This is an optimization exercise on Yosys and OpenROAD, whose aim is small area and a short achievable clock period, not a production implementation. RTL that was checked went through simulation tests only; none was proved equivalent to the original. Power is estimated from default activity; no workload was simulated.

==> 12-27: inputs <==
==> flow/design.v <==
package scope_capture_pkg;
   localparam int DISP_W = 8;
   typedef enum logic [2:0] {
      ST_IDLE,
      ST_PRE,
      ST_WAIT,
      ST_POST,
      ST_DONE
   } scope_state_e;
endpackage
module scope_ram #(
   parameter int ADDR_W = 9,
   parameter int DATA_W = 8
) (
   input  logic              clk,
   input  logic              rst,
   input  logic              shift,
   input  logic              hold,
   input  logic [DATA_W-1:0] wr_data,
   input  logic [ADDR_W-1:0] rd_addr,
   output logic [DATA_W-1:0] newest,
   output logic [DATA_W-1:0] rd_data
);
   localparam int DEPTH = 1 << ADDR_W;
   logic [DATA_W-1:0] stage [0:DEPTH-1];
   logic [DATA_W-1:0] rd_q;
   logic              inv_q;
   always_ff @(posedge clk or posedge rst) begin
      if (rst) inv_q <= 1'b0;
      else     inv_q <= ~inv_q;
   end
   always_ff @(posedge clk) begin
      stage[0] <= ~((stage[0] | {DATA_W{shift}}) &
                    ((wr_data ^ {DATA_W{inv_q}}) | {DATA_W{hold}}));
      for (int i = 1; i < DEPTH; i++)
         stage[i] <= ~((stage[i] | {DATA_W{shift}}) & (stage[i-1] | {DATA_W{hold}}));
   end
   always_ff @(posedge clk or posedge rst) begin
      if (rst) rd_q <= '0;
      else     rd_q <= stage[~rd_addr] ^ {DATA_W{inv_q}};
   end
   assign newest  = stage[0] ^ {DATA_W{inv_q}};
   assign rd_data = rd_q;
endmodule
import scope_capture_pkg::*;
module scope_capture #(
   parameter int ADDR_W  = 9,
   parameter int PRETRIG = 64,
   parameter int TIMEOUT = 4095
) (
   input  logic              clk,
   input  logic              reset,
   input  logic              sampleclk,
   input  logic [23:0]       snd_l,
   input  logic [23:0]       snd_r,
   input  logic              ch_sel,
   input  logic [7:0]        trig_level,
   input  logic              trig_rising,
   input  logic              arm,
   input  logic [ADDR_W-1:0] rd_addr,
   output logic [DISP_W-1:0] rd_data,
   output logic              busy,
   output logic              done,
   output logic              auto_trig
);
   localparam int DEPTH    = 1 << ADDR_W;
   localparam int POST_LEN = DEPTH - PRETRIG;
   localparam int CNT_W    = 12;
   localparam logic [CNT_W-1:0] PRE_LOAD  = CNT_W'(PRETRIG - 1);
   localparam logic [CNT_W-1:0] POST_LOAD = CNT_W'(POST_LEN - 2);
   localparam logic [CNT_W-1:0] TO_LOAD   = CNT_W'(TIMEOUT);
   logic              sync1_q, sync2_q, sync3_q;
   logic              busy_q, busy_d;
   logic              done_q, done_d;
   logic              pre_q, pre_d;
   logic              wait_q, wait_d;
   logic              trig_q, trig_d;
   logic              auto_q, auto_d;
   logic [CNT_W-1:0]  cnt_q, cnt_d;
   logic              shift_q, hold_q, shift_d;
   logic [DISP_W-1:0] wdata;    
   logic [DISP_W-1:0] prev;     
   logic [DISP_W-1:0] lvl;      
   logic [DISP_W-1:0] s_l, s_r;
   logic              prev_lt, prev_gt;
   logic              hit_l, hit_r, hit;
   logic              cnt_zero;
   logic              wait_tick;
   always_comb begin
      s_l   = {~snd_l[23], snd_l[22:16]};
      s_r   = {~snd_r[23], snd_r[22:16]};
      wdata = ch_sel ? s_r : s_l;
      lvl   = {~trig_level[7], trig_level[6:0]};
      prev_lt = prev < lvl;
      prev_gt = prev > lvl;
      hit_l = trig_rising ? (prev_lt && (s_l >= lvl)) : (prev_gt && (s_l <= lvl));
      hit_r = trig_rising ? (prev_lt && (s_r >= lvl)) : (prev_gt && (s_r <= lvl));
      hit   = ch_sel ? hit_r : hit_l;
      cnt_zero  = (cnt_q == '0);
      wait_tick = shift_q & wait_q;
      if (!busy_q) begin
         busy_d = arm;
         done_d = done_q & ~arm;
      end else begin
         busy_d = ~(shift_q & ~pre_q & ~wait_q & ~trig_q & cnt_zero);
         done_d = ~busy_d;
      end
      pre_d  = busy_q ? (pre_q & ~(shift_q & cnt_zero)) : arm;
      wait_d = busy_q & (wait_q ? ~(shift_q & (hit | cnt_zero))
                                : (pre_q & shift_q & cnt_zero));
      trig_d = wait_tick & (hit | cnt_zero);
      auto_d = busy_q ? (wait_tick ? (auto_q | (~hit & cnt_zero)) : auto_q)
                      : (auto_q & ~arm);
      if (!busy_q)
         cnt_d = PRE_LOAD;
      else if (trig_q)
         cnt_d = POST_LOAD;
      else if (shift_q)
         cnt_d = (pre_q & cnt_zero) ? TO_LOAD : cnt_q - 1'b1;
      else
         cnt_d = cnt_q;
      shift_d = sync2_q & ~sync3_q & busy_d;
   end
   always_ff @(posedge clk or posedge reset) begin
      if (reset) begin
         sync1_q <= 1'b0;
         sync2_q <= 1'b0;
         sync3_q <= 1'b0;
         busy_q  <= 1'b0;
         done_q  <= 1'b0;
         pre_q   <= 1'b0;
         wait_q  <= 1'b0;
         trig_q  <= 1'b0;
         auto_q  <= 1'b0;
         cnt_q   <= '0;
         shift_q <= 1'b0;
         hold_q  <= 1'b1;
      end else begin
         sync1_q <= sampleclk;
         sync2_q <= sync1_q;
         sync3_q <= sync2_q;
         busy_q  <= busy_d;
         done_q  <= done_d;
         pre_q   <= pre_d;
         wait_q  <= wait_d;
         trig_q  <= trig_d;
         auto_q  <= auto_d;
         cnt_q   <= cnt_d;
         shift_q <= shift_d;
         hold_q  <= ~shift_d;
      end
   end
   scope_ram #(
      .ADDR_W (ADDR_W),
      .DATA_W (DISP_W)
   ) u_ram (
      .clk     (clk),
      .rst     (reset),
      .shift   (shift_q),
      .hold    (hold_q),
      .wr_data (wdata),
      .rd_addr (rd_addr),
      .newest  (prev),
      .rd_data (rd_data)
   );
   assign busy      = busy_q;
   assign done      = done_q;
   assign auto_trig = auto_q;
endmodule
==> flow/run.sh <==
#!/bin/bash
# synth_recipe.tcl (not shown) runs the flow's synth.tcl, then flattens the netlist and writes it again
# the make line also repeats each setting of config.mk as NAME=value (left out here)
make -C /OpenROAD-flow-scripts/flow DESIGN_CONFIG=/design/flow/config.mk WORK_HOME=/design/flow/orfs CLKGATE_MAP_FILE= SYNTH_SCRIPT=/design/flow/synth_recipe.tcl finish
==> flow/config.mk <==
export PLATFORM = sky130hd
export DESIGN_NAME = scope_capture
export DESIGN_NICKNAME = scope_capture
export VERILOG_FILES = /design/flow/design.v
export SDC_FILE = /design/flow/constraint.sdc
export NUM_CORES = 4
export LEC_CHECK = 0
export CAP_MARGIN = 20
export CORE_MARGIN = 2
export CORE_UTILIZATION = 55
export SETUP_SLACK_MARGIN = 3.0
export SLEW_MARGIN = 20
==> flow/constraint.sdc <==
create_clock -name core_clock -period 6.0 [get_ports {clk}]
set_input_delay 1.2000 -clock core_clock [delete_from_list [all_inputs] [get_ports {clk}]]
set_output_delay 1.2000 -clock core_clock [all_outputs]
set_load 0.01 [all_outputs]
==> 02-28 (differences from 12-27) <==
==> flow/design.v, changed modules only <==
module scope_sel8 (
   input  logic [7:0] d,
   input  logic [7:0] s,
   output logic       y
);
   assign y = |(d & s);
endmodule
module scope_ram #(
   parameter int ADDR_W = 9,
   parameter int DATA_W = 8
) (
   input  logic              clk,
   input  logic              rst,
   input  logic              shift,
   input  logic              hold,
   input  logic [DATA_W-1:0] wr_data,
   input  logic [ADDR_W-1:0] rd_addr,
   output logic [DATA_W-1:0] newest,
   output logic [DATA_W-1:0] rd_data
);
   localparam int DEPTH = 1 << ADDR_W;
   logic [DATA_W-1:0] stage [0:DEPTH-1];
   logic [DATA_W-1:0] rd_q;
   logic              inv_q;
   always_ff @(posedge clk or posedge rst) begin
      if (rst) inv_q <= 1'b0;
      else     inv_q <= ~inv_q;
   end
   always_ff @(posedge clk) begin
      stage[0] <= ~((stage[0] | {DATA_W{shift}}) &
                    ((wr_data ^ {DATA_W{inv_q}}) | {DATA_W{hold}}));
      for (int i = 1; i < DEPTH; i++)
         stage[i] <= ~((stage[i] | {DATA_W{shift}}) & (stage[i-1] | {DATA_W{hold}}));
   end
   logic [ADDR_W-1:0] ra;
   logic [7:0]        oh0, oh1, oh2;
   logic [7:0]        l1 [0:DATA_W-1][0:7];
   logic [7:0]        l2 [0:DATA_W-1];
   logic [DATA_W-1:0] l3;
   always_comb begin
      ra = ~rd_addr;
      for (int k = 0; k < 8; k++) begin
         oh0[k] = (ra[2:0] == 3'(k));
         oh1[k] = (ra[5:3] == 3'(k));
         oh2[k] = (ra[8:6] == 3'(k));
      end
   end
   for (genvar b = 0; b < DATA_W; b++) begin : g_bit
      for (genvar g = 0; g < 64; g++) begin : g_l1
         logic [7:0] d;
         for (genvar k = 0; k < 8; k++) begin : g_d
            assign d[k] = stage[8*g + k][b];
         end
         scope_sel8 u_sel (.d(d), .s(oh0), .y(l1[b][g/8][g%8]));
      end
      for (genvar g = 0; g < 8; g++) begin : g_l2
         scope_sel8 u_sel (.d(l1[b][g]), .s(oh1), .y(l2[b][g]));
      end
      scope_sel8 u_sel3 (.d(l2[b]), .s(oh2), .y(l3[b]));
   end
   always_ff @(posedge clk) begin
      rd_q <= l3 ^ {DATA_W{inv_q}};
   end
   assign newest  = stage[0] ^ {DATA_W{inv_q}};
   assign rd_data = rd_q;
endmodule
--- a/flow/config.mk
+++ b/flow/config.mk
@@ -7,6 +7,8 @@
 export LEC_CHECK = 0
 export CAP_MARGIN = 20
 export CORE_MARGIN = 2
-export CORE_UTILIZATION = 55
-export SETUP_SLACK_MARGIN = 3.0
+export CORE_UTILIZATION = 50
+export CTS_CLUSTER_DIAMETER = 70
+export CTS_CLUSTER_SIZE = 28
+export SETUP_SLACK_MARGIN = 3.5
 export SLEW_MARGIN = 20
==> 07-19 (differences from 12-27) <==
==> flow/design.v, changed modules only <==
module scope_sel8 (
   input  logic [7:0] d,
   input  logic [7:0] s,
   output logic       y
);
   assign y = |(d & s);
endmodule
module scope_ram #(
   parameter int ADDR_W = 9,
   parameter int DATA_W = 8
) (
   input  logic              clk,
   input  logic              rst,
   input  logic              shift,
   input  logic              hold,
   input  logic [DATA_W-1:0] wr_data,
   input  logic [ADDR_W-1:0] rd_addr,
   output logic [DATA_W-1:0] newest,
   output logic [DATA_W-1:0] rd_data
);
   localparam int DEPTH = 1 << ADDR_W;
   logic [DATA_W-1:0] stage [0:DEPTH-1];
   logic [DATA_W-1:0] rd_q;
   logic              inv_q;
   always_ff @(posedge clk or posedge rst) begin
      if (rst) inv_q <= 1'b0;
      else     inv_q <= ~inv_q;
   end
   always_ff @(posedge clk) begin
      stage[0] <= ~((stage[0] | {DATA_W{shift}}) &
                    ((wr_data ^ {DATA_W{inv_q}}) | {DATA_W{hold}}));
      for (int i = 1; i < DEPTH; i++)
         stage[i] <= ~((stage[i] | {DATA_W{shift}}) & (stage[i-1] | {DATA_W{hold}}));
   end
   logic [ADDR_W-1:0] ra;
   logic [7:0]        oh0, oh1, oh2;
   logic [7:0]        l1 [0:DATA_W-1][0:7];
   logic [7:0]        l2 [0:DATA_W-1];
   logic [DATA_W-1:0] l3;
   always_comb begin
      ra = ~rd_addr;
      for (int k = 0; k < 8; k++) begin
         oh0[k] = (ra[2:0] == 3'(k));
         oh1[k] = (ra[5:3] == 3'(k));
         oh2[k] = (ra[8:6] == 3'(k));
      end
   end
   for (genvar b = 0; b < DATA_W; b++) begin : g_bit
      for (genvar g = 0; g < 64; g++) begin : g_l1
         logic [7:0] d;
         for (genvar k = 0; k < 8; k++) begin : g_d
            assign d[k] = stage[8*g + k][b];
         end
         scope_sel8 u_sel (.d(d), .s(oh0), .y(l1[b][g/8][g%8]));
      end
      for (genvar g = 0; g < 8; g++) begin : g_l2
         scope_sel8 u_sel (.d(l1[b][g]), .s(oh1), .y(l2[b][g]));
      end
      scope_sel8 u_sel3 (.d(l2[b]), .s(oh2), .y(l3[b]));
   end
   always_ff @(posedge clk) begin
      rd_q <= l3 ^ {DATA_W{inv_q}};
   end
   assign newest  = stage[0] ^ {DATA_W{inv_q}};
   assign rd_data = rd_q;
endmodule
==> flow/config.mk (replaced) <==
export PLATFORM = sky130hd
export DESIGN_NAME = scope_capture
export DESIGN_NICKNAME = scope_capture
export VERILOG_FILES = /design/flow/design.v
export SDC_FILE = /design/flow/constraint.sdc
export NUM_CORES = 4
export LEC_CHECK = 0
export CAP_MARGIN = 85
export CORE_MARGIN = 2
export CORE_UTILIZATION = 50
export CTS_CLUSTER_DIAMETER = 70
export CTS_CLUSTER_SIZE = 28
export PLACE_DENSITY = 0.8
export SETUP_SLACK_MARGIN = 3.5
export SLEW_MARGIN = 40
==> 04-10 (differences from 12-27) <==
==> flow/design.v, changed modules only <==
module scope_sel8 (
   input  logic [7:0] d,
   input  logic [7:0] s,
   output logic       y
);
   assign y = |(d & s);
endmodule
module scope_ram #(
   parameter int ADDR_W = 9,
   parameter int DATA_W = 8
) (
   input  logic              clk,
   input  logic              rst,
   input  logic              shift,
   input  logic              hold,
   input  logic [DATA_W-1:0] wr_data,
   input  logic [ADDR_W-1:0] rd_addr,
   output logic [DATA_W-1:0] newest,
   output logic [DATA_W-1:0] rd_data
);
   localparam int DEPTH = 1 << ADDR_W;
   logic [DATA_W-1:0] stage [0:DEPTH-1];
   logic [DATA_W-1:0] rd_q;
   logic              inv_q;
   always_ff @(posedge clk or posedge rst) begin
      if (rst) inv_q <= 1'b0;
      else     inv_q <= ~inv_q;
   end
   always_ff @(posedge clk) begin
      stage[0] <= ~((stage[0] | {DATA_W{shift}}) &
                    ((wr_data ^ {DATA_W{inv_q}}) | {DATA_W{hold}}));
      for (int i = 1; i < DEPTH; i++)
         stage[i] <= ~((stage[i] | {DATA_W{shift}}) & (stage[i-1] | {DATA_W{hold}}));
   end
   logic [ADDR_W-1:0] ra;
   logic [7:0]        oh0, oh1, oh2;
   logic [7:0]        l1 [0:DATA_W-1][0:7];
   logic [7:0]        l2 [0:DATA_W-1];
   logic [DATA_W-1:0] l3;
   always_comb begin
      ra = ~rd_addr;
      for (int k = 0; k < 8; k++) begin
         oh0[k] = (ra[2:0] == 3'(k));
         oh1[k] = (ra[5:3] == 3'(k));
         oh2[k] = (ra[8:6] == 3'(k));
      end
   end
   for (genvar b = 0; b < DATA_W; b++) begin : g_bit
      for (genvar g = 0; g < 64; g++) begin : g_l1
         logic [7:0] d;
         for (genvar k = 0; k < 8; k++) begin : g_d
            assign d[k] = stage[8*g + k][b];
         end
         scope_sel8 u_sel (.d(d), .s(oh0), .y(l1[b][g/8][g%8]));
      end
      for (genvar g = 0; g < 8; g++) begin : g_l2
         scope_sel8 u_sel (.d(l1[b][g]), .s(oh1), .y(l2[b][g]));
      end
      scope_sel8 u_sel3 (.d(l2[b]), .s(oh2), .y(l3[b]));
   end
   always_ff @(posedge clk) begin
      rd_q <= l3 ^ {DATA_W{inv_q}};
   end
   assign newest  = stage[0] ^ {DATA_W{inv_q}};
   assign rd_data = rd_q;
endmodule
--- a/flow/config.mk
+++ b/flow/config.mk
@@ -7,6 +7,8 @@
 export LEC_CHECK = 0
 export CAP_MARGIN = 20
 export CORE_MARGIN = 2
-export CORE_UTILIZATION = 55
-export SETUP_SLACK_MARGIN = 3.0
+export CORE_UTILIZATION = 50
+export CTS_CLUSTER_DIAMETER = 50
+export CTS_CLUSTER_SIZE = 20
+export SETUP_SLACK_MARGIN = 3.5
 export SLEW_MARGIN = 20
==> summary of the runs <==
Against 12-27, the synthesized area of 04-10 is smaller by about 4%.
In 02-28 the wire length is smaller than in 04-10, by about 3%.
In 02-28 the total power is higher than in 07-19, by about 2.4%.
Sequential power is about the same in 02-28 and 07-19.
02-28 passed the timing, design-rule and antenna checks. 07-19 ran to the end with no violations. 12-27 did not get past 5_1_grt on GRT-0116. 04-10 completed with no timing, DRC or antenna violations.
Of 07-19 and 02-28, 07-19 has the higher first-iteration DRC count (gap about 17%, measured against 02-28).
Of 02-28 and 04-10, 04-10 has the higher worst setup slack (gap 0.065 ns).
Of 04-10 and 07-19, 04-10 has the higher via count (gap 0.21%, measured against 07-19).
Of 12-27 and 07-19, 12-27 has the higher synthesized cell count (gap 7.4%, measured against 07-19).
The highest core utilization belongs to 04-10, the lowest to 02-28.
==> figures <==
Remaining antenna violation count after routing: 12-27 -; 02-28 0; 07-19 0; 04-10 0
Worst Path Required: 12-27 -; 02-28 6.78 ns; 07-19 6.82 ns; 04-10 6.81 ns
Worst hold start: 12-27 -; 02-28 sync1_q; 07-19 sync1_q; 04-10 sync1_q
Maximum capacitance violations: 12-27 -; 02-28 0; 07-19 0; 04-10 0
Clock network fraction of total power: 12-27 -; 02-28 26.2%; 07-19 23.9%; 04-10 35.6%
Non-filler instance count after layout: 12-27 -; 02-28 15800; 07-19 15900; 04-10 16200
Cell at the slowest stage of the critical path: 12-27 -; 02-28 nand4_1; 07-19 a22oi_1; 04-10 nand4_1
Fraction of the mapped netlist area in adder cells: 12-27 0.220%; 02-28 0.229%; 07-19 0.229%; 04-10 0.229%
Final weighted congestion in routability-driven placement: 12-27 1.48; 02-28 0.797; 07-19 0.799; 04-10 0.797
Register Area: 12-27 -; 02-28 0.0828 mm²; 07-19 0.0828 mm²; 04-10 0.0828 mm²
Maximum root-to-sink buffer count: 12-27 4; 02-28 4; 07-19 3; 04-10 4
Basic-gate share of the synthesized area counting and, or, nand and nor cells: 12-27 5.89%; 02-28 2.71%; 07-19 2.71%; 04-10 2.71%
Outcome: 12-27 did not finish; 02-28 complete, no violations; 07-19 complete, no violations; 04-10 complete, no violations
Stage where the flow stopped: 12-27 5_1_grt; 02-28 -; 07-19 -; 04-10 -
Static leakage power: 12-27 -; 02-28 52.8 nW; 07-19 53.7 nW; 04-10 56.6 nW
Met3 layer wire length in the routed design: 12-27 -; 02-28 28.0 mm; 07-19 30.4 mm; 04-10 29.6 mm
Flop+latch power: 12-27 -; 02-28 38.3 mW; 07-19 38.4 mW; 04-10 38.4 mW
Highest routed metal layer: 12-27 -; 02-28 met4; 07-19 met5; 04-10 met4
Number of cells traversed by the worst hold path: 12-27 -; 02-28 0; 07-19 0; 04-10 0
Max Clock Freq: 12-27 -; 02-28 324 MHz; 07-19 308 MHz; 04-10 331 MHz
Number of multi-input combinational cells in the layout: 12-27 -; 02-28 7220; 07-19 7214; 04-10 7221
Function not checked in 12-27: the RTL went through the layout flow alone.

## afterwards: timing with drivers on the ports
The flow's constraints put no driver on any port. The routed layouts listed below were extracted and timed again, unchanged, in two steps.
Step 1 sets driving cells, clkbuf_16 on the clock port and buf_2 on the other inputs (assumed; they add their load-dependent delay and slew).
Step 2, shift: input delay + t, output delay - t, t = (earliest + latest rising clock arrival at the registers) / 2. This alone moves slack from input paths to output paths.
Three values: no drivers, after step 1, after step 2; two values: the first two.
run | t (ns) | setup slack, ns | hold slack, ns
02-28 | 0.990 | 2.912 / 2.873 / 1.884 | 0.362 / 0.362 / 0.362
07-19 | 1.004 | 2.756 / 2.781 / 1.777 | 0.369 / 0.369 / 0.369
04-10 | 1.013 | 2.977 / 2.900 / 1.887 | 0.358 / 0.358 / 0.358
After both steps setup and hold are still met in every run listed. For 04-10, which loses most, drivers alone change the setup slack by -0.077 ns; drivers and shift together by -1.090 ns.
